Source: an optimization exercise on an open RTL-to-GDS flow (aim: small area). Production flows keep margins and buffers that such runs may drop.
Only simulation tests tie the RTL to the original design; equivalence was not proved.
Power and IR drop assume default switching activity.

File: flow/config.mk
export PLATFORM = sky130hd
export DESIGN_NAME = processor
export DESIGN_NICKNAME = processor
export VERILOG_FILES = /design/flow/design.v
export SDC_FILE = /design/flow/constraint.sdc
export NUM_CORES = 4
export LEC_CHECK = 0
export CAP_MARGIN = 20
export CORE_MARGIN = 2
export CORE_UTILIZATION = 40
export SLEW_MARGIN = 20
File: flow/constraint.sdc
create_clock -name core_clock -period 6.0 [get_ports {clk}]
set_input_delay 1.2000 -clock core_clock [delete_from_list [all_inputs] [get_ports {clk}]]
set_output_delay 1.2000 -clock core_clock [all_outputs]
set_load 0.01 [all_outputs]
File: flow/design.v
module processor (
  input  logic        clk,
  input  logic        reset,
  input  logic [31:0] instruction,
  output logic [31:0] addr,
  output logic [31:0] out,
  output logic        sys_dne,
  output logic        rw
);
  localparam logic [5:0] OP_AND = 6'd6;
  localparam logic [5:0] OP_OR  = 6'd7;
  localparam logic [5:0] OP_XOR = 6'd8;
  localparam logic [5:0] OP_NOT = 6'd9;
  localparam logic [5:0] OP_LI  = 6'd10;
  logic [31:0] pc_q;
  logic [3:0]  ph_q;
  logic        started_q;    
  always_ff @(posedge clk or negedge reset) begin
    if (!reset) begin
      pc_q      <= '0;
      ph_q      <= '0;
      started_q <= 1'b0;
    end else begin
      {pc_q, ph_q} <= {pc_q, ph_q} + 36'd1;
      if (ph_q == 4'd15) started_q <= 1'b1;
    end
  end
  logic [5:0] op;
  logic [4:0] rs, rt, rd, dst;
  logic       is_and, is_or, is_xor, is_not, is_li, wr;
  assign op  = instruction[31:26];
  assign rs  = instruction[25:21];
  assign rt  = instruction[20:16];
  assign rd  = instruction[15:11];
  assign is_and = (op == OP_AND);
  assign is_or  = (op == OP_OR);
  assign is_xor = (op == OP_XOR);
  assign is_not = (op == OP_NOT);
  assign is_li  = (op == OP_LI);
  assign wr     = is_and | is_or | is_xor | is_not | is_li;
  assign dst    = is_li ? rs : (is_not ? rt : rd);
  logic [31:0][15:0] lo_q;
  logic [31:0]       col0;      
  logic [31:0]       we;
  logic a, b, res;
  logic [3:0] wsel_hi;
  logic [7:0] wsel_lo;
  always_comb begin
    wsel_hi = '0;
    wsel_hi[dst[4:3]] = wr;
    wsel_lo = '0;
    wsel_lo[dst[2:0]] = 1'b1;
  end
  logic [7:0] a1, b1;
  logic [1:0] a2, b2;
  for (genvar k = 0; k < 8; k++) begin : g_rd1
    assign a1[k] = col0[4 * k + rs[1:0]];
    assign b1[k] = col0[4 * k + rt[1:0]];
  end
  for (genvar k = 0; k < 2; k++) begin : g_rd2
    assign a2[k] = a1[4 * k + rs[3:2]];
    assign b2[k] = b1[4 * k + rt[3:2]];
  end
  assign a = a2[rs[4]];
  assign b = b2[rt[4]];
  always_comb begin
    if (is_li)       res = instruction[ph_q];
    else if (is_not) res = ~a;
    else if (is_and) res = a & b;
    else if (is_or)  res = a | b;
    else             res = a ^ b;
  end
  for (genvar i = 0; i < 32; i++) begin : g_reg
    assign col0[i] = lo_q[i][0];
    assign we[i]   = wsel_hi[i / 8] & wsel_lo[i % 8];
    always_ff @(posedge clk) begin
      lo_q[i] <= {(we[i] ? res : lo_q[i][0]), lo_q[i][15:1]};
    end
  end
  logic [31:0] hr_q;
  logic [3:0]  tap;
  logic [1:0]  j_rs, j_rt, j_dst;
  logic        cap_a, cap_b, ins;
  logic        ha_q, hb_q, hres;
  assign tap   = {hr_q[24], hr_q[16], hr_q[8], hr_q[0]};
  assign j_rs  = rs[4:3]  - {pc_q[0], ph_q[3]};
  assign j_rt  = rt[4:3]  - {pc_q[0], ph_q[3]};
  assign j_dst = dst[4:3] - {pc_q[0], ph_q[3]};
  assign cap_a = ~ph_q[3] & (ph_q[2:0] == rs[2:0]);
  assign cap_b = ~ph_q[3] & (ph_q[2:0] == rt[2:0]);
  assign ins   = wr & ph_q[3] & (ph_q[2:0] == dst[2:0]);
  always_ff @(posedge clk) begin
    if (cap_a) ha_q <= tap[j_rs];
    if (cap_b) hb_q <= tap[j_rt];
  end
  always_comb begin
    if (is_li)       hres = 1'b0;
    else if (is_not) hres = ~ha_q;
    else if (is_and) hres = ha_q & hb_q;
    else if (is_or)  hres = ha_q | hb_q;
    else             hres = ha_q ^ hb_q;
  end
  always_ff @(posedge clk) begin
    hr_q <= {hr_q[0], hr_q[31:1]};
    if (ins) begin
      case (j_dst)
        2'd0: hr_q[31] <= hres;
        2'd1: hr_q[7]  <= hres;
        2'd2: hr_q[15] <= hres;
        default: hr_q[23] <= hres;
      endcase
    end
  end
  logic [15:0] out_lo_q;
  logic        out_hi_q;
  always_ff @(posedge clk) begin
    out_lo_q <= {(wr ? res : (out_lo_q[0] & started_q)), out_lo_q[15:1]};
    if (ph_q == 4'd15) out_hi_q <= wr ? hres : (out_hi_q & started_q);
  end
  assign sys_dne = started_q & (ph_q == 4'd0);
  assign addr    = pc_q;
  assign out     = {{16{out_hi_q}}, out_lo_q};
  assign rw      = 1'b0;
endmodule
File: flow/flow/run.sh
#!/bin/bash
# Layout flow: the standard ORFS flow (standard.sh, unchanged synthesis),
# with smaller port buffers and a clock tree of clkbuf_8 clusters without
# dummy loads. Each tool's output goes to its own log in the work folder.
set -euo pipefail
export BUFFER_PORTS_ARGS="-buffer_cell sky130_fd_sc_hd__buf_1"
export CTS_ARGS="-sink_clustering_enable -repair_clock_nets -buf_list sky130_fd_sc_hd__clkbuf_4 -sink_clustering_size 12 -sink_clustering_max_diameter 40 -dont_use_dummy_load"
bash standard.sh synth > log_synth.txt 2>&1
bash standard.sh floorplan > log_floorplan.txt 2>&1
bash standard.sh place > log_place.txt 2>&1
bash standard.sh cts > log_cts.txt 2>&1
bash standard.sh route > log_route.txt 2>&1
bash standard.sh finish > log_finish.txt 2>&1
File: flow/standard.sh
#!/bin/bash
# synth_recipe.tcl (not shown) runs the flow's synth.tcl, then flattens the netlist and writes it again
# the make line also repeats each setting of config.mk as NAME=value (left out here)
make -C /OpenROAD-flow-scripts/flow DESIGN_CONFIG=/design/flow/config.mk WORK_HOME=/design/flow/orfs CLKGATE_MAP_FILE= SYNTH_SCRIPT=/design/flow/synth_recipe.tcl "${@:-finish}"
==> results.yml, run 1 <==
run_status:
  run_status: "complete, no violations"
place:
  dp_slack_ps: 1150
  hpwlAfterDp_um: 15800
  gp_congestion: 0.823
  portBuffers: 98
routing:
  post-route-drc-count: 0
  via_per_inst: 4.35
  drt-wirelength-per-cell_um: 14.2
  drtIter0Drc: 275
  ant_nets: 0
  wl_um: 23200
  vias: 7104
  dr.pass1.iters: 4
min_path:
  worst_hold_path_type: "flip-flop to flip-flop"
  min_path_cells: 0
  min_from: "lo_q[34]"
  holdPathEnd: "lo_q[33]"
power_and_ir_drop:
  ir_worst_vdd_mv: 0.143
  cell_internal_pwr_uw: 4560
  combPwrFrac: 0.020
  p_per_area_nw_per_um2: 346
  pwr-share-clk: 0.280
  p_sw_uw: 1170
  switching_share: 0.204
  p_leak_uw: 0.00659
  sequentialPowerShare: 0.700
critical_path:
  critical_path.max_fanout: 33
  worstSetupStartpointType: "input port"
  critPathCaptureType: "flip-flop"
  r2r-start: "lo_q[368]"
  worstRegToRegCells: 9
  worstPathArrival_ps: 4650
  r2r_slack_ps: 2650
  worstSetupPathType: "input port to flip-flop"
  cp.required_ps: 6580
  rr_endpoint: "lo_q[319]"
timing:
  slew_headroom: 0.345
  layout_setup_ws_ps: 1920
  finalCriticalPeriod_ps: 4080
  min_period_over_period: 0.679
  fin_skew_ps: 99.9
  setup_violations: 0
  hold_viol_final: 0
  worst_pin_slew_ps: 983
  rsz0062_at_grt: "false"
  drv_slew: 0
  timing.fmax_mhz: 245
  setup_tns_ps: 0
cells_and_area:
  drive_gt1_frac: 0.112
  syn_to_final_growth_pct: 8.72
  nNetsFinal: 1165
yosys:
  synth_area_leaders: "dfxtp_1 (74%), dfrtp_1 (6.1%), mux4_2 (2.4%), xnor2_1 (2.0%), mux2_2 (1.6%)"
  synth_edf_count: 3
  syn_avg_cell_area_sq_um: 15.5
  synthArstFlopShare: 0.0617
  syn_nets: 1031
  ys_ff_latch: 600
  synthCells: 983
  ys_seq_area_frac: 0.804
  post-synth-top-area-cell: "dfxtp_1"
  syn_area_sq_um: 15200
  synthDistinctLibCells: 56
  synth_top_area_frac: 0.737
  synth_top_flop_cell: "dfxtp_1"
  synth_warnings: 1
cts:
  clk_path_buf_depth: 3
  numCtsBuffers: 67
  cts-root-buf: "clkbuf_4"
  cts_tree: "yes"
  cts_htree_levels: 3
  postCtsSetupBuffers: 0
  cts-resized-gates: 0
  clkTransAtPathRegs_ps: 110
  clock_sinks: 600
  hold_buffers: 0
  clock_latency_ps: 750
floorplanning:
  io_pins: 100
  die-area_sq_um: 39600
  die_y_um: 199
  std_cell_rows: 71
  fp.dieW_um: 199
  start_util: 0.405
  fp.coreArea_sq_um: 37600
global_route:
  grt_pass1_vias: 6814
  grt_pass1_wl_um: 35900
  grt_usage: 0.120
  grt_max_degree: 38
  antenna_found_initial: 6
  grt-ovfl-total: 0
job:
  max-cap-violations: 0
==> registers in the layout, summed over array words and instances (netlist names), 4 cells and up <==
signal and count:
ph_q 4, pc_q 32, hr_q 32, out_lo_q 16
lo_q 512
==> stage by stage <==
stage	hold WS (ps)	cell area, sq um	instances	power [uW]	utilization
after floorplan	310	15200	983	4170	-
after global placement	309	16000	1559	4210	0.426
after detailed placement	312	16000	1559	4210	0.426
after CTS	274	16500	1626	5840	0.440
after global routing	264	16500	1630	6000	0.440
final	267	16500	1633	5720	0.440
==> cell type report <==
type	instances	area, sq um
Sequential cell	600	12200
Timing Repair Buffer	99	377
Fill cell	3410	21000
Tap cell	511	639
Antenna cell	7	17.5
Inverter	16	60.1
Clock buffer	67	503
Multi-Input combinational cell	333	2710
==> synthesized netlist by cell type (all sizes together), types with 5 or more instances <==
| library cell | number |
|---|---|
| dfxtp | 560 |
| nand2 | 47 |
| dfrtp | 37 |
| mux2 | 37 |
| nor2 | 37 |
| xnor2 | 35 |
| buf | 25 |
| nand3 | 22 |
| mux2i | 21 |
| xor2 | 17 |
| inv | 16 |
| mux4 | 16 |
| ha | 14 |
| nor3 | 14 |
| nand4 | 11 |
| clkbuf | 9 |
| o21ai | 9 |
| nor2b | 5 |
==> logic make-up after synthesis <==
family                   after synthesis  share of synthesized area
multiplexers                          74                     0.0649
adder cells (fa/ha/maj)               14                     0.0115
AO/OA/AOI/OAI                         29                     0.0147
flip-flops                           600                      0.804
other                                  1                   0.000247
AND/OR/NAND/NOR                      163                     0.0559
XOR/XNOR                              52                     0.0309
buffers and inverters                 50                     0.0178
==> layout by cell type, fill, tap and decap left out, types with 4 or more instances in the layout <==
cell and count:
a211oi_1 4, a22oi_1 4, and3_1 4, and4_1 4
buf_1 97, clkbuf_4 67, dfrtp_1 37, dfxtp_1 560
diode_2 7, ha_1 14, inv_1 15, mux2_1 16
mux2_2 21, mux2i_1 21, mux4_2 16, nand2_1 46
nand2b_1 4, nand3_1 22, nand4_1 11, nor2_1 33
nor2b_1 5, nor3_1 11, o21ai_1 4, xnor2_1 34
xor2_1 16
==> worst max-delay path: stages <==
cell and delay [ps]:
buf_1 650, buf_4 310, mux2i_1 190, nand2_1 60
nand4_1 110, a21oi_1 50, a311oi_1 420, inv_1 90
ha_1 200, mux2i_1 120, a211oi_1 90, a221o_1 680
mux2_1 460
==> metal layers <==
layer	vias up	global-route usage	routed length (um)
met4	2	0.0561	697
met3	64	0.0415	1690
met1	3361	0.161	11100
li1	3480	-	-
met2	197	0.175	9720
met5	-	0	13
==> worst max-delay path by stage <==
stage,startpoint,end,slack [ps],cells after the start
6_report,instruction[22],lo_q[319],1920,13
5_1_grt,instruction[16],lo_q[463],1690,9
4_1_cts,instruction[16],lo_q[463],1930,9
3_5_place_dp,instruction[16],lo_q[239],1150,9
3_3_place_gp,instruction[16],lo_q[383],1200,10
2_1_floorplan,instruction[16],lo_q[351],2060,11
==> power by group through the flow <==
stage                     logic [uW]  clock network, uW  registers, uW
after floorplan                 69.4                  0           4100
after global placement           113                  0           4100
after detailed placement         113                  0           4100
after CTS                        114               1710           4010
after global routing             125               1860           4010
final                            113               1600           4010
==> run 2: changes to the inputs <==
--- a/flow/flow/run.sh
+++ b/flow/flow/run.sh
@@ -6,3 +6,3 @@
 export BUFFER_PORTS_ARGS="-buffer_cell sky130_fd_sc_hd__buf_1"
-export CTS_ARGS="-sink_clustering_enable -repair_clock_nets -buf_list sky130_fd_sc_hd__clkbuf_4 -sink_clustering_size 12 -sink_clustering_max_diameter 40 -dont_use_dummy_load"
+export CTS_ARGS="-sink_clustering_enable -repair_clock_nets -buf_list sky130_fd_sc_hd__clkbuf_16 -sink_clustering_size 45 -sink_clustering_max_diameter 50 -dont_use_dummy_load"
 bash standard.sh synth > log_synth.txt 2>&1
--- a/flow/config.mk
+++ b/flow/config.mk
@@ -9,3 +9,4 @@
 export CORE_MARGIN = 2
-export CORE_UTILIZATION = 40
+export CORE_UTILIZATION = 65
+export PLACE_DENSITY = 0.75
 export SLEW_MARGIN = 20
==> results.yml, run 2 <==
run_status:
  run_status: "complete, no violations"
critical_path:
  worstSetupPathType: "input port to flip-flop"
  worstSetupStartpointType: "input port"
  cp.required_ps: 6360
  critPathLaunch: "instruction[22]"
  critical_path.max_fanout: 33
  rr_endpoint: "lo_q[287]"
  worstRegToRegCells: 9
  r2r_slack_ps: 2700
  critPathCaptureType: "flip-flop"
  r2r-start: "lo_q[208]"
  crit_path_end: "lo_q[287]"
  worstPathArrival_ps: 4710
global_route:
  grt_pass1_vias: 6795
  grt_pass1_wl_um: 36600
  antenna_found_initial: 0
  grt_usage: 0.198
  grt-ovfl-total: 0
  grt_max_degree: 38
yosys:
  ys_top_cells_by_count: "dfxtp_1 (560), nand2_1 (46), dfrtp_1 (37), xnor2_1 (34), nor2_1 (33)"
  yosysMostFrequentCell: "dfxtp_1"
  synth_xor_area_frac: 0.0309
  synth_adder_area_share: 0.0115
  synth_mux_area_frac: 0.0649
  synth-simple-area-share: 0.0559
  synth-compound-area-share: 0.0147
  synth_top_area_frac: 0.737
  post-synth-top-area-cell: "dfxtp_1"
  synth_top_flop_cell: "dfxtp_1"
  synthArstFlopShare: 0.0617
  syn_avg_cell_area_sq_um: 15.5
  syn_area_sq_um: 15200
  ys_seq_area_frac: 0.804
  synth_warnings: 1
  ys_ff_latch: 600
  synth_edf_count: 3
  synthCells: 983
  synth_top_family_by_area: "multiplexers"
  synthDistinctLibCells: 56
  syn_nets: 1031
  synth_area_leaders: "dfxtp_1 (74%), dfrtp_1 (6.1%), mux4_2 (2.4%), xnor2_1 (2.0%), mux2_2 (1.6%)"
cells_and_area:
  layout.cells.most_common_list: "dfxtp_1 (560), buf_1 (97), nand2_1 (46)"
  reg_top3: "lo_q (512), hr_q (32), pc_q (32)"
  largest_register_ffs: 512
  drive_gt1_frac: 0.0859
  top_register: "lo_q"
  final_common_cell: "dfxtp_1"
  design_area_sq_um: 16600
  fin_util: 0.731
  nNetsFinal: 1133
  antennaDiodeCount: 0
  syn_to_final_growth_pct: 9.43
floorplanning:
  fp.coreArea_sq_um: 22800
  start_util: 0.668
  die-area_sq_um: 24600
  fp.dieW_um: 157
  io_pins: 100
  die_y_um: 157
  std_cell_rows: 55
place:
  dpl_cell_area_sq_um: 15800
  gp_congestion: 0.887
  hpwlAfterDp_um: 15900
  portBuffers: 98
  dp_slack_ps: 1160
timing:
  fin_skew_ps: 59.1
  drv_slew: 0
  setup_tns_ps: 0
  min_period_over_period: 0.725
  slew_headroom: 0.302
  layout_setup_ws_ps: 1650
  finalCriticalPeriod_ps: 4350
  worst_pin_slew_ps: 1050
  hold_viol_final: 0
  timing.fmax_mhz: 230
  rsz0062_at_grt: "false"
  setup_violations: 0
  hold_slack_ps: 256
power_and_ir_drop:
  p_leak_uw: 0.00671
  p_per_area_nw_per_um2: 377
  ir_worst_vdd_mv: 0.343
cts:
  clkTransAtPathRegs_ps: 120
  clk_path_buf_depth: 3
  cts-resized-gates: 0
  clock_latency_ps: 530
  numCtsBuffers: 35
  clock_sinks: 600
  postCtsSetupBuffers: 0
  cts_tree: "yes"
  cts_htree_levels: 2
  hold_buffers: 0
  cts-root-buf: "clkbuf_16"
routing:
  via_per_inst: 4.88
  wl_um: 24100
  post-route-drc-count: 0
  vias: 6809
  ant_nets: 0
  drt-wirelength-per-cell_um: 17.2
  dr.pass1.iters: 4
  drtIter0Drc: 358
min_path:
  worst_hold_path_type: "flip-flop to flip-flop"
job:
  max-cap-violations: 0
## run 2: changes by cell type in the layout (fill, tap and decap cells not counted)
cell,delta
clkbuf_16,+35
clkbuf_4,-67
diode_2,-7
## run 2: cells by family (layout without fill, tap and decap cells)
| family | Yosys count | after routing |
|---|---|---|
| buffers and inverters | 50 | 150 |
| other | 1 | 1 |
| XOR/XNOR | 52 | 52 |
| AO/OA/AOI/OAI | 29 | 29 |
| AND/OR/NAND/NOR | 163 | 163 |
| adder cells (fa/ha/maj) | 14 | 14 |
| flip-flops | 600 | 600 |
| multiplexers | 74 | 74 |
## run 2: worst min-delay path by stage
stage / from / endpoint / slack, ps / cells past startpoint
2_1_floorplan: hr_q[1] / hr_q[0] / 310 / 0
3_3_place_gp: lo_q[402] / lo_q[401] / 310 / 0
3_5_place_dp: lo_q[1] / lo_q[0] / 310 / 0
5_1_grt: lo_q[201] / lo_q[200] / 270 / 0
6_report: lo_q[285] / lo_q[284] / 260 / 0
4_1_cts: lo_q[142] / lo_q[141] / 260 / 0
## run 2: per-stage QoR
stage / power [uW] / cells
global route: 6470 / 1396
CTS: 6320 / 1396
floorplan: 4170 / 983
global placement: 4210 / 1361
finish: 6280 / 1396
detailed placement: 4210 / 1361
## run 2: per-layer routing
layer  global-route usage  share of wire  vias up
met4               0.0577          0.022        0
li1                     -              -     3380
met1                0.276           0.47     3240
met5                    0              0        -
met3               0.0361          0.046       41
met2                0.321           0.46      148
## run 2: final cells by class
type | instances | area, sq um
fill | 1466 | 6140
inverter | 16 | 60.1
multi-input combinational | 333 | 2710
clock buffer | 35 | 876
tap | 313 | 392
timing repair buffer | 99 | 377
sequential | 600 | 12200
## run 2: critical path, cell delays in order
cell,delay [ps]
buf_1,760
buf_4,290
mux2i_1,200
a211oi_1,90
a311oi_1,500
inv_1,90
ha_1,210
mux2i_1,120
a211oi_1,90
a221o_1,690
mux2_1,460
## run 2: where the power goes
part / switching [uW] / internal, uW
sequential: 6.35 / 4000
combinational: 75.1 / 38.8
clock: 1120 / 1040
==> run 3: changes to the inputs <==
--- a/flow/flow/run.sh
+++ b/flow/flow/run.sh
@@ -6,3 +6,3 @@
 export BUFFER_PORTS_ARGS="-buffer_cell sky130_fd_sc_hd__buf_1"
-export CTS_ARGS="-sink_clustering_enable -repair_clock_nets -buf_list sky130_fd_sc_hd__clkbuf_16 -sink_clustering_size 45 -sink_clustering_max_diameter 50 -dont_use_dummy_load"
+export CTS_ARGS="-sink_clustering_enable -repair_clock_nets -buf_list sky130_fd_sc_hd__clkbuf_8 -sink_clustering_size 24 -sink_clustering_max_diameter 40 -dont_use_dummy_load"
 bash standard.sh synth > log_synth.txt 2>&1
==> results.yml, run 3 <==
run_status:
  run_status: "complete, no violations"
power_and_ir_drop:
  p_per_area_nw_per_um2: 355
  pwr-share-clk: 0.289
  p_leak_uw: 0.00658
  p_sw_uw: 1130
  ir_worst_vdd_mv: 0.306
  switching_share: 0.195
  sequentialPowerShare: 0.691
  combPwrFrac: 0.020
  cell_internal_pwr_uw: 4670
cts:
  cts_htree_levels: 2
  hold_buffers: 0
  cts_tree: "yes"
  numCtsBuffers: 42
  clk_path_buf_depth: 3
  cts-root-buf: "clkbuf_8"
  cts-resized-gates: 0
  clkTransAtPathRegs_ps: 120
  clock_latency_ps: 590
  clock_sinks: 600
  postCtsSetupBuffers: 0
critical_path:
  r2r-start: "lo_q[432]"
  critical_path.max_fanout: 33
  rr_endpoint: "lo_q[287]"
  critPathLaunch: "instruction[22]"
  cp.required_ps: 6400
  worstSetupPathType: "input port to flip-flop"
  worstSetupStartpointType: "input port"
  worstRegToRegCells: 9
  cp_slowest_stage_delay_ps: 760
  crit_slowest_cell: "buf_1"
  r2r_slack_ps: 2630
  worstPathArrival_ps: 4790
  critPathCaptureType: "flip-flop"
  path_cells: "buf_1, buf_4, mux2i_1, a211oi_1, a311oi_1, inv_1, ha_1, mux2i_1, a211oi_1, a221o_1, mux2_1"
place:
  dp.cells: 1361
  hpwlAfterDp_um: 15900
  gp_congestion: 0.887
  dpl_cell_area_sq_um: 15800
  portBuffers: 98
cells_and_area:
  stdcell_count: 1403
  syn_to_final_growth_pct: 7.47
  top_register: "lo_q"
  nNetsFinal: 1140
  drive_gt1_frac: 0.0917
  fill_cells: 1508
  final_common_cell: "dfxtp_1"
  reg_top3: "lo_q (512), hr_q (32), pc_q (32)"
  largest_register_ffs: 512
  antennaDiodeCount: 0
  design_area_sq_um: 16300
  layout.cells.most_common_list: "dfxtp_1 (560), buf_1 (97), nand2_1 (46)"
timing:
  setup_violations: 0
  timing.fmax_mhz: 228
  worst_pin_slew_ps: 1060
  drv_slew: 0
  slew_headroom: 0.294
  fin_skew_ps: 106
  hold_viol_final: 0
  setup_tns_ps: 0
  rsz0062_at_grt: "false"
  finalCriticalPeriod_ps: 4390
  min_period_over_period: 0.731
min_path:
  min_path_cells: 0
  min_from: "lo_q[204]"
  holdPathEnd: "lo_q[203]"
  worst_hold_path_type: "flip-flop to flip-flop"
routing:
  via_per_inst: 4.87
  post-route-drc-count: 0
  dr.pass1.iters: 4
  maxUsedRoutingLayer: "met5"
  drt-wirelength-per-cell_um: 16.3
  dr_wl_met2_um: 10200
  wl_met3_um: 1140
  ant_nets: 0
  vias: 6829
  wl_um: 22800
  drtIter0Drc: 324
  wl_met1_um: 11000
yosys:
  syn_area_sq_um: 15200
  synthCells: 983
  synth_edf_count: 3
  synth_top_family_by_area: "multiplexers"
  synth_top_area_frac: 0.737
  post-synth-top-area-cell: "dfxtp_1"
  synth-simple-area-share: 0.0559
  synth_mux_area_frac: 0.0649
  ys_top_cells_by_count: "dfxtp_1 (560), nand2_1 (46), dfrtp_1 (37), xnor2_1 (34), nor2_1 (33)"
  synth_adder_area_share: 0.0115
  yosysMostFrequentCell: "dfxtp_1"
  synthDistinctLibCells: 56
  synth_top_flop_cell: "dfxtp_1"
  synth-compound-area-share: 0.0147
  ys_seq_area_frac: 0.804
  synth_area_leaders: "dfxtp_1 (74%), dfrtp_1 (6.1%), mux4_2 (2.4%), xnor2_1 (2.0%), mux2_2 (1.6%)"
  ys_ff_latch: 600
  synthArstFlopShare: 0.0617
  syn_nets: 1031
  synth_xor_area_frac: 0.0309
  syn_avg_cell_area_sq_um: 15.5
  synth_warnings: 1
floorplanning:
  die-area_sq_um: 24600
  fp.coreArea_sq_um: 22800
  std_cell_rows: 55
  die_y_um: 157
  start_util: 0.668
  io_pins: 100
  fp.dieW_um: 157
global_route:
  grt_pass1_wl_um: 35000
  grt_max_degree: 38
  grt_usage: 0.189
  antenna_found_initial: 1
  grt-ovfl-total: 0
  grt_pass1_vias: 6704
job:
  max-cap-violations: 0
[run 3: cell types whose count changed in the layout (fill, tap and decap cells not counted)]
| cell | before | now |
|---|---|---|
| clkbuf_16 | 35 | 0 |
| clkbuf_8 | 0 | 42 |
[run 3: per-layer routing]
layer,up-vias,GRT usage
li1,3389,-
met2,163,0.294
met5,-,0
met4,2,0.0585
met3,42,0.0372
met1,3233,0.270
[run 3: cell families (layout without fill, tap and decap cells)]
family	Yosys count	count (layout)
AOI/OAI and AO/OA	29	29
muxes	74	74
buffers and inverters	50	157
and+or+nand+nor	163	163
xor gates and xnor gates	52	52
adders and majority gates	14	14
other	1	1
DFF	600	600
[run 3: stage by stage]
stage               setup WS [ps]  hold WS, ps  total power, uW   util
global route                 1400          263             6010  0.717
global placement             1200          310             4210  0.692
detailed placement           1160          312             4210  0.692
finish                       1610          257             5800  0.717
floorplan                    2060          310             4170      -
CTS                          1730          257             5850  0.717
[run 3: how the worst max path moves through the flow]
stage	to	slack, ps	depth (start not counted)
6_report	lo_q[287]	1610	11
5_1_grt	lo_q[143]	1400	12
4_1_cts	lo_q[287]	1730	11
3_5_place_dp	lo_q[351]	1160	11
3_3_place_gp	lo_q[191]	1200	11
2_1_floorplan	lo_q[351]	2060	11
[run 3: final cells by class]
type	instances	area, sq um	share of cell area
sequential	600	12200	0.748
multi-input combinational	333	2710	0.166
timing repair buffer	99	377	0.0230
clock buffer	42	578	0.0354
tap	313	392	0.0240
inverter	16	60.1	0.00367
[run 3: power by group through the flow]
stage | combinational (uW) | clock, uW | sequential (uW)
floorplan | 69.4 | 0 | 4100
global placement | 112 | 0 | 4100
detailed placement | 112 | 0 | 4100
CTS | 113 | 1730 | 4010
global route | 124 | 1880 | 4010
finish | 113 | 1680 | 4010
[run 3: critical path, delay by kind of cell]
kind                       cells  cell delay, ps
adders and majority gates      1             210
AOI/OAI and AO/OA              4            1410
muxes                          3             790
buffers and inverters          3            1160
==> run 4: changes to the inputs <==
==> flow/flow/run.sh (replaced) <==
#!/bin/bash
# Layout flow: the standard ORFS flow (standard.sh), with
#  - synthesis as standard.sh's, but an area-oriented ABC script for the
#    combinational logic (flow/my_synth.tcl, flow/abc_area.script);
#  - the smallest buffer (buf_1) for the port buffers;
#  - a clock tree of clkbuf_4 clusters, without dummy loads.
# Each step's output goes to its own log in the work folder.
set -euo pipefail
W=$(pwd)
export FLOW_SYNTH_TCL="$W/synth_recipe.tcl"
export FLOW_ABC_SCRIPT="$W/flow/abc_area.script"
export BUFFER_PORTS_ARGS="-buffer_cell sky130_fd_sc_hd__buf_1"
export CTS_ARGS="-sink_clustering_enable -repair_clock_nets -buf_list sky130_fd_sc_hd__clkbuf_4 -sink_clustering_size 12 -sink_clustering_max_diameter 40 -dont_use_dummy_load"
bash standard.sh SYNTH_SCRIPT="$W/flow/my_synth.tcl" synth > log_synth.txt 2>&1
bash standard.sh floorplan > log_floorplan.txt 2>&1
bash standard.sh place > log_place.txt 2>&1
bash standard.sh cts > log_cts.txt 2>&1
bash standard.sh route > log_route.txt 2>&1
bash standard.sh finish > log_finish.txt 2>&1
==> flow/flow/abc_area.script (new file) <==
&get -n
&st
&dc2
&dch
&nf -R 1000
&st
&dc2
&dch -f
&nf -R 1000
&st
&dch -f
&nf -R 1000
&put
topo
==> flow/flow/my_synth.tcl (new file) <==
# The standard synthesis (synth_recipe.tcl in the work folder), with one
# change: ABC maps the combinational logic with an area-oriented script
# (flow/abc_area.script) instead of ORFS's delay-oriented one. Everything
# else, the flip-flop mapping included, is unchanged, so the registers keep
# the standard synthesis's names and cell types.
proc abc {args} {
  set i [lsearch -exact $args -script]
  if { $i >= 0 } { lset args [expr { $i + 1 }] $::env(FLOW_ABC_SCRIPT) }
  set j [lsearch -exact $args -D]
  if { $j >= 0 } { set args [lreplace $args $j [expr { $j + 1 }]] }
  yosys abc {*}$args
}
source $::env(FLOW_SYNTH_TCL)
==> results.yml, run 4 <==
critical_path:
  r2r_slack_ps: 2190
  critical_path.max_fanout: 10
  r2r-start: "lo_q[384]"
  cp.required_ps: 6550
  critPathCaptureType: "flip-flop"
  worstRegToRegCells: 15
  worstSetupPathType: "input port to flip-flop"
  worstPathArrival_ps: 5100
  rr_endpoint: "lo_q[79]"
  worstSetupStartpointType: "input port"
cells_and_area:
  largest_register_ffs: 512
  final_common_cell: "dfxtp_1"
  reg_top3: "lo_q (512), hr_q (32), pc_q (32)"
  syn_to_final_growth_pct: 7.30
  nNetsFinal: 1154
  drive_gt1_frac: 0.0743
  layout.cells.most_common_list: "dfxtp_1 (560), buf_1 (97), clkbuf_4 (58)"
  top_register: "lo_q"
min_path:
  min_from: "hr_q[7]"
  min_path_cells: 0
  worst_hold_path_type: "flip-flop to flip-flop"
  holdPathEnd: "hr_q[6]"
yosys:
  synth_xor_area_frac: 0.0213
  synthDistinctLibCells: 44
  synth_mux_area_frac: 0.0394
  synth_warnings: 1
  synth_top_flop_cell: "dfxtp_1"
  post-synth-top-area-cell: "dfxtp_1"
  ys_ff_latch: 600
  synth_top_family_by_area: "compound AO/OA/AOI/OAI gates"
  synth_top_area_frac: 0.759
  synthArstFlopShare: 0.0617
  ys_top_cells_by_count: "dfxtp_1 (560), a21oi_1 (47), dfrtp_1 (37), nor2_1 (36), a31oi_1 (31)"
  syn_avg_cell_area_sq_um: 15.4
  synthCells: 961
  ys_seq_area_frac: 0.828
  syn_area_sq_um: 14800
  syn_nets: 1009
  synth_area_leaders: "dfxtp_1 (76%), dfrtp_1 (6.3%), mux4_2 (2.6%), a21oi_1 (1.6%), xnor2_1 (1.5%)"
  synth-simple-area-share: 0.0379
  yosysMostFrequentCell: "dfxtp_1"
  synth_adder_area_share: 0.0119
  synth_edf_count: 3
  synth-compound-area-share: 0.0467
floorplanning:
  fp.dieW_um: 155
  std_cell_rows: 55
  die_y_um: 155
  io_pins: 100
  die-area_sq_um: 24000
  start_util: 0.657
  fp.coreArea_sq_um: 22500
power_and_ir_drop:
  pwr-share-clk: 0.266
  p_sw_uw: 1140
  p_total_uw: 5630
  sequentialPowerShare: 0.715
  ir_worst_vdd_mv: 0.235
  p_per_area_nw_per_um2: 355
  cell_internal_pwr_uw: 4500
  switching_share: 0.202
  combPwrFrac: 0.019
  p_leak_uw: 0.00631
global_route:
  antenna_found_initial: 1
  grt_pass1_wl_um: 34500
  grt_max_degree: 38
  grt_pass1_vias: 6818
  grt_usage: 0.186
  grt-ovfl-total: 0
timing:
  setup_violations: 0
  worst_pin_slew_ps: 952
  slew_headroom: 0.365
  setup_tns_ps: 0
  timing.fmax_mhz: 220
  min_period_over_period: 0.759
  finalCriticalPeriod_ps: 4550
  rsz0062_at_grt: "false"
  hold_viol_final: 0
  drv_slew: 0
  fin_skew_ps: 101
cts:
  clock_latency_ps: 720
  cts_tree: "yes"
  cts-resized-gates: 0
  clkTransAtPathRegs_ps: 120
  cts_htree_levels: 2
  clk_path_buf_depth: 3
  cts-root-buf: "clkbuf_4"
  clock_sinks: 600
  numCtsBuffers: 58
  hold_buffers: 0
  postCtsSetupBuffers: 0
routing:
  vias: 7109
  dr.pass1.iters: 6
  drt-wirelength-per-cell_um: 15.8
  ant_nets: 0
  wl_um: 22000
  via_per_inst: 5.11
  drtIter0Drc: 493
  post-route-drc-count: 0
place:
  portBuffers: 98
  gp_congestion: 0.878
  hpwlAfterDp_um: 14700
job:
  max-cap-violations: 0
run_status:
  run_status: "complete, no violations"
[run 4: cell type report]
| class | count | area, sq um |
|---|---|---|
| antenna | 1 | 2.50 |
| clock buffer | 58 | 435 |
| fill | 1488 | 6650 |
| inverter | 25 | 93.8 |
| multi-input combinational | 319 | 2340 |
| sequential | 600 | 12200 |
| tap | 285 | 357 |
| timing repair buffer | 102 | 399 |
[run 4: power groups by stage]
stage          registers, uW  clock network (uW)  logic (uW)
2_1_floorplan           4120                   0        54.1
3_3_place_gp            4120                   0         104
3_5_place_dp            4120                   0         105
4_1_cts                 4030                1560         106
5_1_grt                 4030                1710         118
6_report                4030                1500         106
[run 4: logic make-up after synthesis]
group                      count (synthesis)
DFF                                      600
AOI/OAI and AO/OA                        116
and+or+nand+nor                          116
buffers and inverters                     42
xor gates and xnor gates                  36
muxes                                     36
adders and majority gates                 14
other                                      1
[run 4: worst max-delay path by stage]
stage               startpoint         to  cells past startpoint
6_report       instruction[31]  lo_q[207]                     13
5_1_grt        instruction[31]  lo_q[175]                     13
3_3_place_gp   instruction[31]  lo_q[335]                     13
3_5_place_dp   instruction[31]  lo_q[239]                     12
4_1_cts        instruction[31]  lo_q[239]                     12
2_1_floorplan  instruction[31]   lo_q[79]                     11
[run 4: worst max-delay path, stage by stage]
cell and delay, ps:
buf_1 80, nor4b_1 660, nand3b_1 560, mux2i_1 240, o21ai_0 500, clkinv_1 280
ha_1 290, clkinv_1 80, xnor2_1 120, nor2_1 130, o21ai_0 290, nor3_1 310
mux2_1 350
[run 4: per-stage QoR]
step | instance area, sq um | util | setup WS [ps] | hold WS, ps | cells
floorplan | 14800 | - | 895 | 310 | 961
CTS | 15900 | 0.704 | 1600 | 232 | 1389
detailed placement | 15400 | 0.685 | 854 | 312 | 1331
global route | 15900 | 0.704 | 1140 | 244 | 1390
global placement | 15400 | 0.685 | 972 | 310 | 1331
finish | 15900 | 0.704 | 1450 | 269 | 1390
[run 4: layer usage]
layer	share of wire	wire length [um]	track usage
met3	0.053	1170	0.0392
met5	0	0	0
met2	0.45	9790	0.287
met4	0.025	551	0.0816
met1	0.48	10500	0.259
==> run 5: changes to the inputs <==
--- a/flow/design.v
+++ b/flow/design.v
@@ -85,5 +85,5 @@
   assign tap   = {hr_q[24], hr_q[16], hr_q[8], hr_q[0]};
-  assign j_rs  = rs[4:3]  - {pc_q[0], ph_q[3]};
-  assign j_rt  = rt[4:3]  - {pc_q[0], ph_q[3]};
-  assign j_dst = dst[4:3] - {pc_q[0], ph_q[3]};
+  assign j_rs  = {rs[4] ^ pc_q[0], rs[3]};
+  assign j_rt  = {rt[4] ^ pc_q[0], rt[3]};
+  assign j_dst = (dst[4:3] - 2'd1) ^ {pc_q[0], 1'b0};
   assign cap_a = ~ph_q[3] & (ph_q[2:0] == rs[2:0]);
==> flow/flow/abc_area.script (replaced) <==
&get -n
&st
&dc2
&dch
&nf -R 1000 -F 10 -C 32
&st
&dc2
&dch -f
&nf -R 1000 -F 10 -C 32
&st
&dch -f
&nf -R 1000 -F 10 -C 32
&put
topo
==> results.yml, run 5 <==
cells_and_area:
  drive_gt1_frac: 0.0752
  layout.cells.most_common_list: "dfxtp_1 (560), buf_1 (97), clkbuf_4 (59)"
  top_register: "lo_q"
  largest_register_ffs: 512
  reg_top3: "lo_q (512), hr_q (32), pc_q (32)"
  stdcell_count: 1390
  syn_to_final_growth_pct: 7.35
  fill_cells: 1536
  final_common_cell: "dfxtp_1"
  nNetsFinal: 1151
yosys:
  synthDistinctLibCells: 37
  synth_edf_count: 3
  synth_warnings: 1
  synth_top_area_frac: 0.762
  synthArstFlopShare: 0.0617
  syn_area_sq_um: 14700
  ys_seq_area_frac: 0.831
  ys_ff_latch: 600
  post-synth-top-area-cell: "dfxtp_1"
  syn_nets: 1005
  syn_avg_cell_area_sq_um: 15.3
  ys_top_cells_by_count: "dfxtp_1 (560), nand2_1 (48), nand3_1 (38), dfrtp_1 (37), o21ai_0 (36)"
  synth_area_leaders: "dfxtp_1 (76%), dfrtp_1 (6.3%), mux4_2 (2.8%), nand3_1 (1.3%), o21ai_0 (1.2%)"
  yosysMostFrequentCell: "dfxtp_1"
  synthCells: 960
  synth_top_flop_cell: "dfxtp_1"
cts:
  cts-root-buf: "clkbuf_4"
  cts-resized-gates: 0
  clock_sinks: 600
  clkTransAtPathRegs_ps: 110
  numCtsBuffers: 59
  cts_tree: "yes"
  cts_htree_levels: 2
  clock_latency_ps: 730
  postCtsSetupBuffers: 0
  hold_buffers: 0
  clk_path_buf_depth: 3
power_and_ir_drop:
  ir_worst_vdd_mv: 0.262
  p_leak_uw: 0.00631
  p_per_area_nw_per_um2: 356
place:
  dp.cells: 1330
  dp_slack_ps: 955
  gp_congestion: 0.840
  portBuffers: 98
  hpwlAfterDp_um: 14500
floorplanning:
  fp.coreArea_sq_um: 22400
  die-area_sq_um: 23900
  io_pins: 100
  die_y_um: 154
  fp.dieW_um: 154
  start_util: 0.656
  std_cell_rows: 55
global_route:
  grt_pass1_vias: 6595
  antenna_found_initial: 1
  grt_pass1_wl_um: 33500
  grt_usage: 0.182
  grt-ovfl-total: 0
  grt_max_degree: 38
job:
  max-cap-violations: 0
routing:
  dr.pass1.iters: 7
  drtIter0Drc: 460
  vias: 6939
  wl_um: 21800
  drt-wirelength-per-cell_um: 15.7
  post-route-drc-count: 0
  via_per_inst: 4.99
  ant_nets: 0
timing:
  layout_setup_ws_ps: 1570
  min_period_over_period: 0.738
  worst_pin_slew_ps: 995
  rsz0062_at_grt: "false"
  timing.fmax_mhz: 226
  slew_headroom: 0.337
  finalCriticalPeriod_ps: 4430
  setup_violations: 0
  fin_skew_ps: 91.7
  setup_tns_ps: 0
  hold_viol_final: 0
  drv_slew: 0
min_path:
  worst_hold_path_type: "flip-flop to flip-flop"
critical_path:
  critical_path.max_fanout: 26
  worstPathArrival_ps: 5000
  worstSetupPathType: "input port to flip-flop"
  cp.required_ps: 6580
  worstSetupStartpointType: "input port"
  critPathCaptureType: "flip-flop"
run_status:
  run_status: "complete, no violations"
## run 5: kinds of logic after synthesis
| group | Yosys count | synth area share |
|---|---|---|
| muxes | 42 | 0.0447 |
| AOI/OAI and AO/OA | 84 | 0.0326 |
| and+or+nand+nor | 152 | 0.0479 |
| buffers and inverters | 34 | 0.0130 |
| xor gates and xnor gates | 36 | 0.0214 |
| other | 1 | 0.000255 |
| DFF | 600 | 0.831 |
| adders and majority gates | 11 | 0.00935 |
## run 5: final cells by class
type | count | area (sq um) | area share
tap | 285 | 357 | 0.0226
sequential | 600 | 12200 | 0.774
clock buffer | 59 | 443 | 0.0280
multi-input combinational | 326 | 2310 | 0.146
inverter | 17 | 63.8 | 0.00404
antenna | 1 | 2.50 | 0.000158
timing repair buffer | 102 | 399 | 0.0253
## run 5: worst paths after layout
kind                                       from         to  slack [ps]  cells past startpoint
worst min register to register        lo_q[436]  lo_q[435]         270                      0
max in group asynchronous                 reset   pc_q[21]        4730                      1
worst max register to register        lo_q[416]   lo_q[79]        2250                     13
worst max-delay path            instruction[21]   lo_q[79]        1570                     11
worst min-delay path                  lo_q[436]  lo_q[435]         270                      0
min in group asynchronous                 reset   pc_q[31]         670                      1
## run 5: critical path, stage by stage
cell and delay, ps:
buf_1 720, mux2i_1 170, mux4_2 510, mux4_2 500, ha_1 320, a22oi_1 90
o211ai_1 110, o211ai_1 120, nand2_1 280, clkinv_1 580, o31ai_1 390
## run 5: power breakdown
part | switching, uW | total (uW) | internal (uW)
logic | 71.0 | 104 | 32.7
registers | 6.67 | 4010 | 4010
clock network | 1050 | 1500 | 452
## run 5: layer usage
layer	vias up	share of wire	wire length, um	GRT usage
li1	3455	-	-	-
met1	3262	0.48	10400	0.258
met2	183	0.45	9840	0.282
met3	39	0.050	1090	0.0426
met4	0	0.020	438	0.0613
met5	-	0	0	0
## run 5: metrics by stage
step | power, uW | utilization | hold WS, ps | area (sq um)
final | 5620 | 0.704 | 272 | 15800
after global placement | 4200 | 0.684 | 310 | 15300
after global routing | 5850 | 0.704 | 255 | 15800
after detailed placement | 4200 | 0.684 | 312 | 15300
after CTS | 5680 | 0.704 | 255 | 15800
after floorplan | 4150 | - | 310 | 14700
==> run 6: changes to the inputs <==
==> flow/flow/abc_area.script (replaced) <==
strash
dc2
dc2
dch -f
amap -m -F 8 -A 16
topo
==> results.yml, run 6 <==
job:
  max-cap-violations: 0
floorplanning:
  die_y_um: 154
  fp.dieW_um: 154
  start_util: 0.666
  fp.coreArea_sq_um: 22000
  io_pins: 100
  die-area_sq_um: 23700
  std_cell_rows: 54
timing:
  min_period_over_period: 0.890
  finalCriticalPeriod_ps: 5340
  setup_tns_ps: 0
  slew_headroom: 0.368
  rsz0062_at_grt: "false"
  setup_violations: 0
  timing.fmax_mhz: 187
  fin_skew_ps: 101
  hold_viol_final: 0
  worst_pin_slew_ps: 948
  drv_slew: 0
yosys:
  synth-simple-area-share: 0.0352
  synth_mux_area_frac: 0
  synth_xor_area_frac: 0
  synth_top_family_by_area: "compound AO/OA/AOI/OAI gates"
  synth-compound-area-share: 0.0934
  ys_seq_area_frac: 0.837
  yosysMostFrequentCell: "dfxtp_1"
  synth_edf_count: 3
  syn_nets: 1060
  ys_ff_latch: 600
  synthDistinctLibCells: 38
  synthArstFlopShare: 0.0617
  synth_top_area_frac: 0.767
  ys_top_cells_by_count: "dfxtp_1 (560), clkinv_1 (64), a21oi_1 (59), nor2_1 (56), dfrtp_1 (37)"
  synth_adder_area_share: 0.00942
  post-synth-top-area-cell: "dfxtp_1"
  synth_warnings: 1
  syn_avg_cell_area_sq_um: 14.4
  synth_area_leaders: "dfxtp_1 (77%), dfrtp_1 (6.3%), a21oi_1 (2.0%), clkinv_1 (1.6%), nor2_1 (1.4%)"
  synth_top_flop_cell: "dfxtp_1"
  syn_area_sq_um: 14600
  synthCells: 1015
routing:
  dr.pass1.iters: 5
  ant_nets: 0
  post-route-drc-count: 0
  drt-wirelength-per-cell_um: 16.3
  drtIter0Drc: 683
  wl_um: 23600
  via_per_inst: 5.35
  vias: 7745
cells_and_area:
  reg_top3: "lo_q (512), hr_q (32), pc_q (32)"
  layout.cells.most_common_list: "dfxtp_1 (560), buf_1 (97), clkinv_1 (62)"
  nNetsFinal: 1213
  largest_register_ffs: 512
  drive_gt1_frac: 0.0652
  fill_cells: 1475
  design_area_sq_um: 15800
  top_register: "lo_q"
  syn_to_final_growth_pct: 7.86
  final_common_cell: "dfxtp_1"
power_and_ir_drop:
  p_per_area_nw_per_um2: 360
  p_leak_uw: 0.00616
  ir_worst_vdd_mv: 0.250
critical_path:
  path_cells: "clkinvlp_4, nor3_1, clkinv_1, nor3_1, and3_1, and3_1, nand4_1, nor2_1, nand4_1, nor2_1, clkinv_1, nor3_1, clkinv_1, nor3_1, clkinv_1, nor3_1, and3_1, and3_1, nand2_1, nor3b_1, nor2_1, a21oi_1"
  critical_path.max_fanout: 10
  worstSetupStartpointType: "flip-flop"
  worstSetupPathType: "flip-flop to flip-flop"
  cp_num_buf_inv: 5
  crit_slowest_cell: "dfrtp_1"
  cp_slowest_stage_delay_ps: 670
  path_delay_family: "simple AND/OR/NAND/NOR gates"
  worstPathArrival_ps: 5900
  critPathCaptureType: "flip-flop"
  cp.required_ps: 6570
  cpMostUsedCell: "nor3_1"
cts:
  clkTransAtPathRegs_ps: 110
  cts-root-buf: "clkbuf_4"
  numCtsBuffers: 60
  clock_latency_ps: 710
  cts_tree: "yes"
  cts_htree_levels: 2
  clk_path_buf_depth: 3
  clock_sinks: 600
run_status:
  run_status: "complete, no violations"
global_route:
  grt_max_degree: 38
  grt_usage: 0.200
  grt-ovfl-total: 0
  grt_pass1_wl_um: 37100
  antenna_found_initial: 1
  grt_pass1_vias: 7325
place:
  dpl_cell_area_sq_um: 15300
  hpwlAfterDp_um: 16000
  portBuffers: 98
  gp_congestion: 0.885
min_path:
  worst_hold_path_type: "flip-flop to flip-flop"
run 6: cell types whose count changed after synthesis, sizes merged, moves of 15 or more:
cell and change:
clkinv +47, a21oi +35, nand2 -33, nand3 -28, nor2 +24, o22ai +24, a31oi +22, a22oi +20
o21ai -20, xnor2 -20, mux4 -18, xor2 -16, o221ai +15
run 6: worst register-to-register path: stages, from the launching register on:
cell and delay (ps):
dfrtp_1 670, clkinvlp_4 260, nor3_1 290, clkinv_1 140, nor3_1 340, and3_1 250, and3_1 230, nand4_1 160
nor2_1 200, nand4_1 160, nor2_1 160, clkinv_1 100, nor3_1 330, clkinv_1 160, nor3_1 300, clkinv_1 140
nor3_1 300, and3_1 260, and3_1 200, nand2_1 130, nor3b_1 310, nor2_1 70, a21oi_1 110
run 6: logic make-up after synthesis:
logic type,count (synthesis)
compound gates,207
fa+ha+maj,11
buf+inv,81
flops,600
other cells,1
simple gates,115
run 6: layout make-up:
class	instances	area [sq um]	area share
multi-input combinational	334	2040	0.129
sequential	600	12200	0.776
tap	280	350	0.0222
clock buffer	60	450	0.0286
inverter	64	248	0.0157
timing repair buffer	108	444	0.0282
antenna	1	2.50	0.000159
run 6: path summary, 6_finish.rpt:
path | startpoint | end | slack, ps | cells past startpoint
max | ph_q[2] | pc_q[31] | 660 | 22
max reg2reg | ph_q[2] | pc_q[31] | 660 | 22
max in group asynchronous | reset | ph_q[0] | 4660 | 1
min in group asynchronous | reset | pc_q[26] | 630 | 1
min reg2reg | lo_q[267] | lo_q[266] | 300 | 0
min | lo_q[267] | lo_q[266] | 300 | 0
run 6: where the power goes:
group	total, uW	internal (uW)	switching [uW]
sequential	4030	4020	13.2
combinational	129	38.9	90.3
clock	1510	460	1050
run 6: through the flow:
stage | hold slack [ps] | total power [uW] | util | instances | setup slack [ps]
finish | 297 | 5670 | 0.718 | 1447 | 663
global route | 288 | 5900 | 0.718 | 1447 | 42.6
detailed placement | 312 | 4250 | 0.695 | 1382 | 464
floorplan | 310 | 4190 | - | 1015 | 1400
CTS | 294 | 5730 | 0.716 | 1442 | 412
global placement | 310 | 4250 | 0.695 | 1382 | 667
run 6: metal layers:
metal  part of all wire  track usage
met1               0.46        0.283
met4              0.031       0.0859
met3              0.065       0.0380
met5                  0            0
met2               0.44        0.305
run 6: timing repair:
action | in CTS | in global routing
endpoints found under the setup margin | 0 | 4
gates resized for setup | 0 | 3
hold buffers | 0 | 0
setup buffers | 0 | 4
==> run 7: changes to the inputs <==
==> flow/flow/abc_area.script (replaced) <==
strash
dc2
dch -f
amap -m -F 4 -A 8
topo
==> results.yml, run 7 <==
critical_path:
  path_cells: "clkinv_1, nor3_1, and3_1, nand2_1, nor2_1, nand3_1, nor3_1, nand3_1, nor2_1, nand2_1, clkinv_1, nand4_1, nor2b_1, nand4_1, nor2b_1, nand3_1, nor2_1, clkinv_1, nor3_1, nor2_1, a21oi_1"
  cp_num_buf_inv: 3
  r2r-start: "ph_q[2]"
  worstPathArrival_ps: 5430
  cpMostUsedCell: "nor2_1"
  path_delay_family: "simple AND/OR/NAND/NOR gates"
  cp.required_ps: 6650
  critical_path.max_fanout: 13
  worstSetupPathType: "flip-flop to flip-flop"
  crit_slowest_cell: "dfrtp_1"
  critPathCaptureType: "flip-flop"
  worstSetupStartpointType: "flip-flop"
  critPathLaunch: "ph_q[2]"
  cp_slowest_stage_delay_ps: 680
  r2r_slack_ps: 1220
place:
  portBuffers: 98
  gp_congestion: 0.904
  dpl_cell_area_sq_um: 15200
  hpwlAfterDp_um: 15600
cts:
  hold_buffers: 0
  clk_path_buf_depth: 3
  clock_latency_ps: 720
  cts_htree_levels: 2
  numCtsBuffers: 57
  postCtsSetupBuffers: 0
  cts-root-buf: "clkbuf_4"
  clkTransAtPathRegs_ps: 120
  cts_tree: "yes"
  clock_sinks: 600
  cts-resized-gates: 0
global_route:
  antenna_found_initial: 2
  grt-ovfl-total: 0
  grt_pass1_vias: 6961
  grt_max_degree: 38
  grt_usage: 0.191
  grt_pass1_wl_um: 35200
timing:
  rsz0062_at_grt: "false"
  setup_tns_ps: 0
  hold_viol_final: 0
  timing.fmax_mhz: 209
  min_period_over_period: 0.796
  finalCriticalPeriod_ps: 4780
  fin_skew_ps: 84.2
  slew_headroom: 0.334
  setup_violations: 0
  drv_slew: 0
  worst_pin_slew_ps: 996
routing:
  dr.pass1.iters: 7
  post-route-drc-count: 0
  wl_um: 22800
  vias: 7635
  ant_nets: 0
  via_per_inst: 5.28
  drtIter0Drc: 786
  drt-wirelength-per-cell_um: 15.8
floorplanning:
  fp.dieW_um: 154
  start_util: 0.666
  die_y_um: 154
  std_cell_rows: 54
  io_pins: 100
  die-area_sq_um: 23600
  fp.coreArea_sq_um: 21900
cells_and_area:
  drive_gt1_frac: 0.0534
  design_area_sq_um: 15600
  nNetsFinal: 1209
  largest_register_ffs: 512
  layout.cells.most_common_list: "dfxtp_1 (560), buf_1 (97), nor2_1 (66)"
  top_register: "lo_q"
  fill_cells: 1478
  reg_top3: "lo_q (512), hr_q (32), pc_q (32)"
  syn_to_final_growth_pct: 7.22
  final_common_cell: "dfxtp_1"
power_and_ir_drop:
  p_leak_uw: 0.00607
  p_per_area_nw_per_um2: 360
  ir_worst_vdd_mv: 0.288
yosys:
  synth_top_flop_cell: "dfxtp_1"
  synthCells: 1021
  post-synth-top-area-cell: "dfxtp_1"
  syn_avg_cell_area_sq_um: 14.3
  syn_area_sq_um: 14600
  syn_nets: 1066
  synth_top_area_frac: 0.769
  ys_ff_latch: 600
  synth_warnings: 1
  synth_area_leaders: "dfxtp_1 (77%), dfrtp_1 (6.3%), a21oi_1 (2.0%), nor2_1 (1.7%), o22ai_1 (1.4%)"
  yosysMostFrequentCell: "dfxtp_1"
  synth_edf_count: 3
  ys_seq_area_frac: 0.838
  synthArstFlopShare: 0.0617
  synthDistinctLibCells: 33
  ys_top_cells_by_count: "dfxtp_1 (560), nor2_1 (66), a21oi_1 (57), clkinv_1 (51), dfrtp_1 (37)"
run_status:
  run_status: "complete, no violations"
job:
  max-cap-violations: 0
min_path:
  worst_hold_path_type: "flip-flop to flip-flop"
  min_from: "lo_q[313]"
## run 7: changes by cell type after synthesis, moves of 7 or more
| cell | previous run | this run |
|---|---|---|
| o21ai_0 | 16 | 31 |
| clkinv_1 | 64 | 51 |
| a22oi_1 | 21 | 11 |
| nor2_1 | 56 | 66 |
| o22a_1 | 10 | 0 |
| nand2_1 | 15 | 22 |
| o22ai_1 | 25 | 32 |
## run 7: cells by family (layout without fill, tap and decap cells)
| logic type | after synthesis | after routing | share of synthesized area |
|---|---|---|---|
| buffers and inverters | 68 | 209 | 0.0219 |
| DFF | 600 | 600 | 0.838 |
| other | 1 | 4 | 0.000257 |
| adders and majority gates | 11 | 11 | 0.00944 |
| AOI/OAI and AO/OA | 205 | 205 | 0.0894 |
| and+or+nand+nor | 136 | 136 | 0.0406 |
## run 7: through the flow
| step | power [uW] | hold slack [ps] | utilization | worst slack (ps) | instances |
|---|---|---|---|---|---|
| 6_report | 5630 | 268 | 0.714 | 1220 | 1445 |
| 5_1_grt | 5870 | 274 | 0.714 | 649 | 1444 |
| 4_1_cts | 5700 | 268 | 0.714 | 1260 | 1442 |
| 3_5_place_dp | 4250 | 312 | 0.694 | 1000 | 1385 |
| 3_3_place_gp | 4250 | 310 | 0.694 | 1140 | 1385 |
| 2_1_floorplan | 4190 | 310 | - | 822 | 1021 |
## run 7: layer usage
| layer | global-route usage | up-vias | wire length, um | share of wire |
|---|---|---|---|---|
| met5 | 0 | - | 0 | 0 |
| met4 | 0.0778 | 0 | 654 | 0.029 |
| met3 | 0.0457 | 55 | 1640 | 0.072 |
| met2 | 0.288 | 293 | 9730 | 0.43 |
| met1 | 0.269 | 3524 | 10800 | 0.47 |
| li1 | - | 3763 | - | - |
## run 7: power breakdown
part           internal, uW  switching (uW)
combinational          37.1            89.3
clock                   437            1030
sequential             4020            13.7
total                  4500            1140
## run 7: layout make-up
cell class                      count  area [sq um]  share of cell area
Clock buffer                       57           428              0.0274
Inverter                           51           191              0.0122
Timing Repair Buffer              101           392              0.0250
Sequential cell                   600         12200               0.782
Multi-Input combinational cell    353          2040               0.131
Antenna cell                        3          7.51            0.000480
Tap cell                          280           350              0.0224
## run 7: final timing paths
| path | endpoint | cells past startpoint |
|---|---|---|
| worst max-delay path | pc_q[30] | 21 |
| worst min-delay path | lo_q[312] | 0 |
| worst max register to register | pc_q[30] | 21 |
| worst min register to register | lo_q[312] | 0 |
| max in group asynchronous | pc_q[12] | 1 |
| min in group asynchronous | pc_q[29] | 1 |
## run 7: worst register-to-register path, delay by kind of cell, from the launching register on
family | cells | cell delay (ps)
buf+inv | 3 | 660
flops | 1 | 680
compound gates | 1 | 120
simple gates | 17 | 3320
==> run 8: changes to the inputs <==
--- a/flow/flow/run.sh
+++ b/flow/flow/run.sh
@@ -12,3 +12,3 @@
 export BUFFER_PORTS_ARGS="-buffer_cell sky130_fd_sc_hd__buf_1"
-export CTS_ARGS="-sink_clustering_enable -repair_clock_nets -buf_list sky130_fd_sc_hd__clkbuf_4 -sink_clustering_size 12 -sink_clustering_max_diameter 40 -dont_use_dummy_load"
+export CTS_ARGS="-sink_clustering_enable -repair_clock_nets -buf_list sky130_fd_sc_hd__clkbuf_4 -sink_clustering_size 12 -sink_clustering_max_diameter 55 -dont_use_dummy_load"
 bash standard.sh SYNTH_SCRIPT="$W/flow/my_synth.tcl" synth > log_synth.txt 2>&1
==> results.yml, run 8 <==
min_path:
  worst_hold_path_type: "flip-flop to flip-flop"
run_status:
  run_status: "complete, no violations"
floorplanning:
  fp.coreArea_sq_um: 21900
  die-area_sq_um: 23600
  fp.dieW_um: 154
  die_y_um: 154
  start_util: 0.666
  io_pins: 100
  std_cell_rows: 54
cts:
  cts_tree: "yes"
  hold_buffers: 0
  cts-resized-gates: 0
  cts-root-buf: "clkbuf_4"
  clkTransAtPathRegs_ps: 130
  clock_latency_ps: 720
  postCtsSetupBuffers: 0
  clk_path_buf_depth: 3
  numCtsBuffers: 57
  clock_sinks: 600
  cts_htree_levels: 2
yosys:
  synth-compound-area-share: 0.0894
  syn_nets: 1066
  synth_top_family_by_area: "compound AO/OA/AOI/OAI gates"
  synth_adder_area_share: 0.00944
  ys_ff_latch: 600
  yosysMostFrequentCell: "dfxtp_1"
  synth_edf_count: 3
  synth-simple-area-share: 0.0406
  synth_top_flop_cell: "dfxtp_1"
  synth_xor_area_frac: 0
  ys_seq_area_frac: 0.838
  synthArstFlopShare: 0.0617
  synthCells: 1021
  post-synth-top-area-cell: "dfxtp_1"
  ys_top_cells_by_count: "dfxtp_1 (560), nor2_1 (66), a21oi_1 (57), clkinv_1 (51), dfrtp_1 (37)"
  synth_mux_area_frac: 0
  synth_warnings: 1
  syn_avg_cell_area_sq_um: 14.3
  synth_top_area_frac: 0.769
  synth_area_leaders: "dfxtp_1 (77%), dfrtp_1 (6.3%), a21oi_1 (2.0%), nor2_1 (1.7%), o22ai_1 (1.4%)"
  syn_area_sq_um: 14600
  synthDistinctLibCells: 33
critical_path:
  critical_path.max_fanout: 13
  critPathCaptureType: "flip-flop"
  worstPathArrival_ps: 5450
  cp.required_ps: 6650
  worstSetupPathType: "flip-flop to flip-flop"
  worstSetupStartpointType: "flip-flop"
routing:
  vias: 7646
  post-route-drc-count: 0
  dr.pass1.iters: 6
  drt-wirelength-per-cell_um: 15.8
  drtIter0Drc: 695
  ant_nets: 0
  wl_um: 22900
  via_per_inst: 5.30
timing:
  fin_skew_ps: 98.6
  min_period_over_period: 0.801
  layout_setup_ws_ps: 1200
  setup_tns_ps: 0
  worst_pin_slew_ps: 993
  drv_slew: 0
  timing.fmax_mhz: 208
  setup_violations: 0
  hold_viol_final: 0
  rsz0062_at_grt: "false"
  slew_headroom: 0.336
  finalCriticalPeriod_ps: 4800
global_route:
  grt_busiest_layer: "met2"
  grt_usage: 0.191
  grt-ovfl-total: 0
  grt_max_degree: 38
  grt_pass1_wl_um: 35300
  use_met1: 0.271
  grtUsageMet2: 0.288
  met3_usage: 0.0431
  antenna_found_initial: 2
  grt_pass1_vias: 6970
cells_and_area:
  fill_cells: 1478
  final_common_cell: "dfxtp_1"
  nNetsFinal: 1209
  reg_top3: "lo_q (512), hr_q (32), pc_q (32)"
  top_register: "lo_q"
  drive_gt1_frac: 0.0534
  largest_register_ffs: 512
  stdcell_count: 1444
  layout.cells.most_common_list: "dfxtp_1 (560), buf_1 (97), nor2_1 (66)"
  syn_to_final_growth_pct: 7.21
power_and_ir_drop:
  p_leak_uw: 0.00607
  ir_worst_vdd_mv: 0.288
  p_per_area_nw_per_um2: 361
place:
  dp.cells: 1385
  portBuffers: 98
  dp_slack_ps: 1000
  gp_congestion: 0.904
  hpwlAfterDp_um: 15600
job:
  max-cap-violations: 0
==> run 8: path summary, 6_finish.rpt <==
kind,start,endpoint,slack (ps),cells after the start
setup / recovery,ph_q[2],pc_q[30],1200,21
hold / removal,lo_q[285],lo_q[284],270,0
setup reg to reg,ph_q[2],pc_q[30],1200,21
hold reg to reg,lo_q[285],lo_q[284],270,0
max in group asynchronous,reset,ph_q[1],4780,1
min in group asynchronous,reset,pc_q[29],590,1
==> run 8: stage by stage <==
| stage | total power, uW | hold slack (ps) | instance area (sq um) | utilization |
|---|---|---|---|---|
| after floorplan | 4190 | 310 | 14600 | - |
| after global placement | 4250 | 310 | 15200 | 0.694 |
| after detailed placement | 4250 | 312 | 15200 | 0.694 |
| after CTS | 5700 | 267 | 15600 | 0.714 |
| after global routing | 5870 | 251 | 15600 | 0.714 |
| final | 5640 | 271 | 15600 | 0.714 |
==> run 8: per-layer routing <==
layer | share of wire | vias up
met5 | 0 | -
met4 | 0.027 | 0
met3 | 0.073 | 56
met2 | 0.43 | 300
met1 | 0.47 | 3530
li1 | - | 3760
==> run 8: logic make-up after synthesis <==
kind of cell	Yosys count
compound gates	205
other cells	1
buf+inv	68
fa+ha+maj	11
simple gates	136
flops	600
==> run 8: layout make-up <==
class | count | area, sq um | share of cell area
antenna | 2 | 5.00 | 0.000320
tap | 280 | 350 | 0.0224
clock buffer | 57 | 428 | 0.0274
inverter | 51 | 191 | 0.0122
timing repair buffer | 101 | 392 | 0.0251
sequential | 600 | 12200 | 0.782
multi-input combinational | 353 | 2040 | 0.131
==> run 8: worst max-delay path, stage by stage (launching register included) <==
cell      delay (ps)
dfrtp_1          680
clkinv_1         470
nor3_1           580
and3_1           260
nand2_1           70
nor2_1           160
nand3_1          130
nor3_1           280
nand3_1          200
nor2_1           200
nand2_1          100
clkinv_1          70
nand4_1          120
nor2b_1          240
nand4_1          150
nor2b_1          210
nand3_1          180
nor2_1           190
clkinv_1         110
nor3_1           190
nor2_1            60
a21oi_1          120
==> run 8: power breakdown <==
part	switching (uW)	leakage, uW	internal, uW
Clock	1040	0.000262	438
Sequential	13.8	0.00504	4020
Combinational	89.6	0.000772	37.1
Total	1140	0.00607	4500
==> run 9: changes to the inputs <==
==> flow/flow/abc_area.script (replaced) <==
&get -n
&st
&dc2
&dch
&nf -R 1000 -F 10 -C 32
&st
&dc2
&dch -f
&nf -R 1000 -F 10 -C 32
&st
&dch -f
&nf -R 1000 -F 10 -C 32
&put
topo
==> results.yml, run 9 <==
routing:
  post-route-drc-count: 0
  via_per_inst: 4.97
  drt-wirelength-per-cell_um: 15.6
  wl_um: 21600
  vias: 6896
  dr.pass1.iters: 6
  ant_nets: 0
  drtIter0Drc: 382
cells_and_area:
  largest_register_ffs: 512
  drive_gt1_frac: 0.0727
  final_common_cell: "dfxtp_1"
  reg_top3: "lo_q (512), hr_q (32), pc_q (32)"
  fill_cells: 1521
  fin_util: 0.703
  layout.cells.most_common_list: "dfxtp_1 (560), buf_1 (97), clkbuf_4 (56)"
  syn_to_final_growth_pct: 7.19
  nNetsFinal: 1148
  top_register: "lo_q"
global_route:
  grt_max_degree: 38
  use_met1: 0.257
  antenna_found_initial: 1
  grt_pass1_vias: 6512
  grt_busiest_layer: "met2"
  grt_usage: 0.181
  grtUsageMet2: 0.278
  grt_pass1_wl_um: 33200
  met3_usage: 0.0401
  grt-ovfl-total: 0
yosys:
  synth-compound-area-share: 0.0326
  syn_avg_cell_area_sq_um: 15.3
  synthDistinctLibCells: 37
  synth_adder_area_share: 0.00935
  synth_area_leaders: "dfxtp_1 (76%), dfrtp_1 (6.3%), mux4_2 (2.8%), nand3_1 (1.3%), o21ai_0 (1.2%)"
  synth_xor_area_frac: 0.0214
  yosysMostFrequentCell: "dfxtp_1"
  synth_edf_count: 3
  synth-simple-area-share: 0.0479
  ys_ff_latch: 600
  syn_area_sq_um: 14700
  synth_top_flop_cell: "dfxtp_1"
  ys_top_cells_by_count: "dfxtp_1 (560), nand2_1 (48), nand3_1 (38), dfrtp_1 (37), o21ai_0 (36)"
  synth_top_area_frac: 0.762
  syn_nets: 1005
  synth_top_family_by_area: "simple AND/OR/NAND/NOR gates"
  synth_mux_area_frac: 0.0447
  synth_warnings: 1
  synthCells: 960
  synthArstFlopShare: 0.0617
  ys_seq_area_frac: 0.831
  post-synth-top-area-cell: "dfxtp_1"
floorplanning:
  die_y_um: 154
  std_cell_rows: 55
  start_util: 0.656
  fp.coreArea_sq_um: 22400
  fp.dieW_um: 154
  die-area_sq_um: 23900
  io_pins: 100
cts:
  cts_htree_levels: 2
  hold_buffers: 0
  clkTransAtPathRegs_ps: 110
  cts-root-buf: "clkbuf_4"
  cts_tree: "yes"
  clock_sinks: 600
  numCtsBuffers: 56
  clk_path_buf_depth: 3
  postCtsSetupBuffers: 0
  cts-resized-gates: 0
  clock_latency_ps: 710
power_and_ir_drop:
  p_per_area_nw_per_um2: 354
  ir_worst_vdd_mv: 0.299
  p_leak_uw: 0.00630
  p_total_uw: 5580
critical_path:
  critical_path.max_fanout: 26
  critPathCaptureType: "flip-flop"
  worstSetupStartpointType: "input port"
  r2r_slack_ps: 2240
  worstPathArrival_ps: 5020
  worstSetupPathType: "input port to flip-flop"
  cp.required_ps: 6600
timing:
  drv_slew: 0
  hold_viol_final: 0
  slew_headroom: 0.328
  worst_pin_slew_ps: 1010
  rsz0062_at_grt: "false"
  setup_tns_ps: 0
  finalCriticalPeriod_ps: 4420
  setup_violations: 0
  min_period_over_period: 0.736
  fin_skew_ps: 72.0
  timing.fmax_mhz: 226
job:
  max-cap-violations: 0
place:
  gp_congestion: 0.840
  portBuffers: 98
  hpwlAfterDp_um: 14500
run_status:
  run_status: "complete, no violations"
min_path:
  worst_hold_path_type: "flip-flop to flip-flop"
-- run 9: changes by cell type after synthesis, moves of 20 or more --
cell / change
nand2_1: +26
o22ai_1: -31
nand3_1: +23
xnor2_1: +20
nor2_1: -34
clkinv_1: -34
a21oi_1: -33
-- run 9: metrics by stage --
stage	cells	cell area, sq um	hold slack [ps]	setup slack [ps]
finish	1387	15800	281	1580
global route	1387	15800	255	1250
detailed placement	1330	15300	312	955
CTS	1386	15800	262	1690
floorplan	960	14700	310	1320
global placement	1330	15300	310	1030
-- run 9: final cells by class --
cell class,count,area (sq um),share of cell area
flip-flops and latches,600,12200,0.775
multi-input cells,326,2310,0.146
clock buffers,56,420,0.0266
repair buffers,102,399,0.0253
well taps,285,357,0.0226
inverters,17,63.8,0.00404
diodes,1,2.50,0.000159
-- run 9: final timing paths --
kind / start / end / depth (start not counted)
min: hr_q[4] / hr_q[3] / 0
min in group asynchronous: reset / ph_q[0] / 1
max reg2reg: lo_q[416] / lo_q[191] / 13
max: instruction[21] / lo_q[191] / 11
max in group asynchronous: reset / pc_q[4] / 1
min reg2reg: hr_q[4] / hr_q[3] / 0
-- run 9: worst max-delay path, cell delays in order --
cell and delay [ps]:
buf_1 700, mux2i_1 170, mux4_2 510, mux4_2 500
ha_1 310, a22oi_1 90, o211ai_1 110, o211ai_1 110
nand2_1 270, clkinv_1 580, o21ai_0 450
-- run 9: cells by family after synthesis --
family                   after synthesis
buffers and inverters                 34
flip-flops                           600
multiplexers                          42
AND/OR/NAND/NOR                      152
AO/OA/AOI/OAI                         84
XOR/XNOR                              36
adder cells (fa/ha/maj)               11
other                                  1
-- run 9: where the power goes --
| group | switching [uW] | internal [uW] |
|---|---|---|
| Sequential | 6.77 | 4010 |
| Clock | 1040 | 431 |
| Combinational | 70.4 | 32.7 |
| Total | 1110 | 4470 |
-- run 9: layer usage --
layer | routed length (um) | up-vias | part of all wire
met2 | 9850 | 182 | 0.46
met4 | 412 | 0 | 0.019
met1 | 10200 | 3227 | 0.47
met5 | 0 | - | 0
li1 | - | 3448 | -
met3 | 1150 | 39 | 0.053

Re-timed with assumed drivers on the ports (clkbuf_16 on the clock, buf_2 on other inputs), run 9 has 1.579 ns of setup slack against 1.582 ns with ideal ports, and 0.881 ns once port delays also move by the mid clock arrival of 0.699 ns.
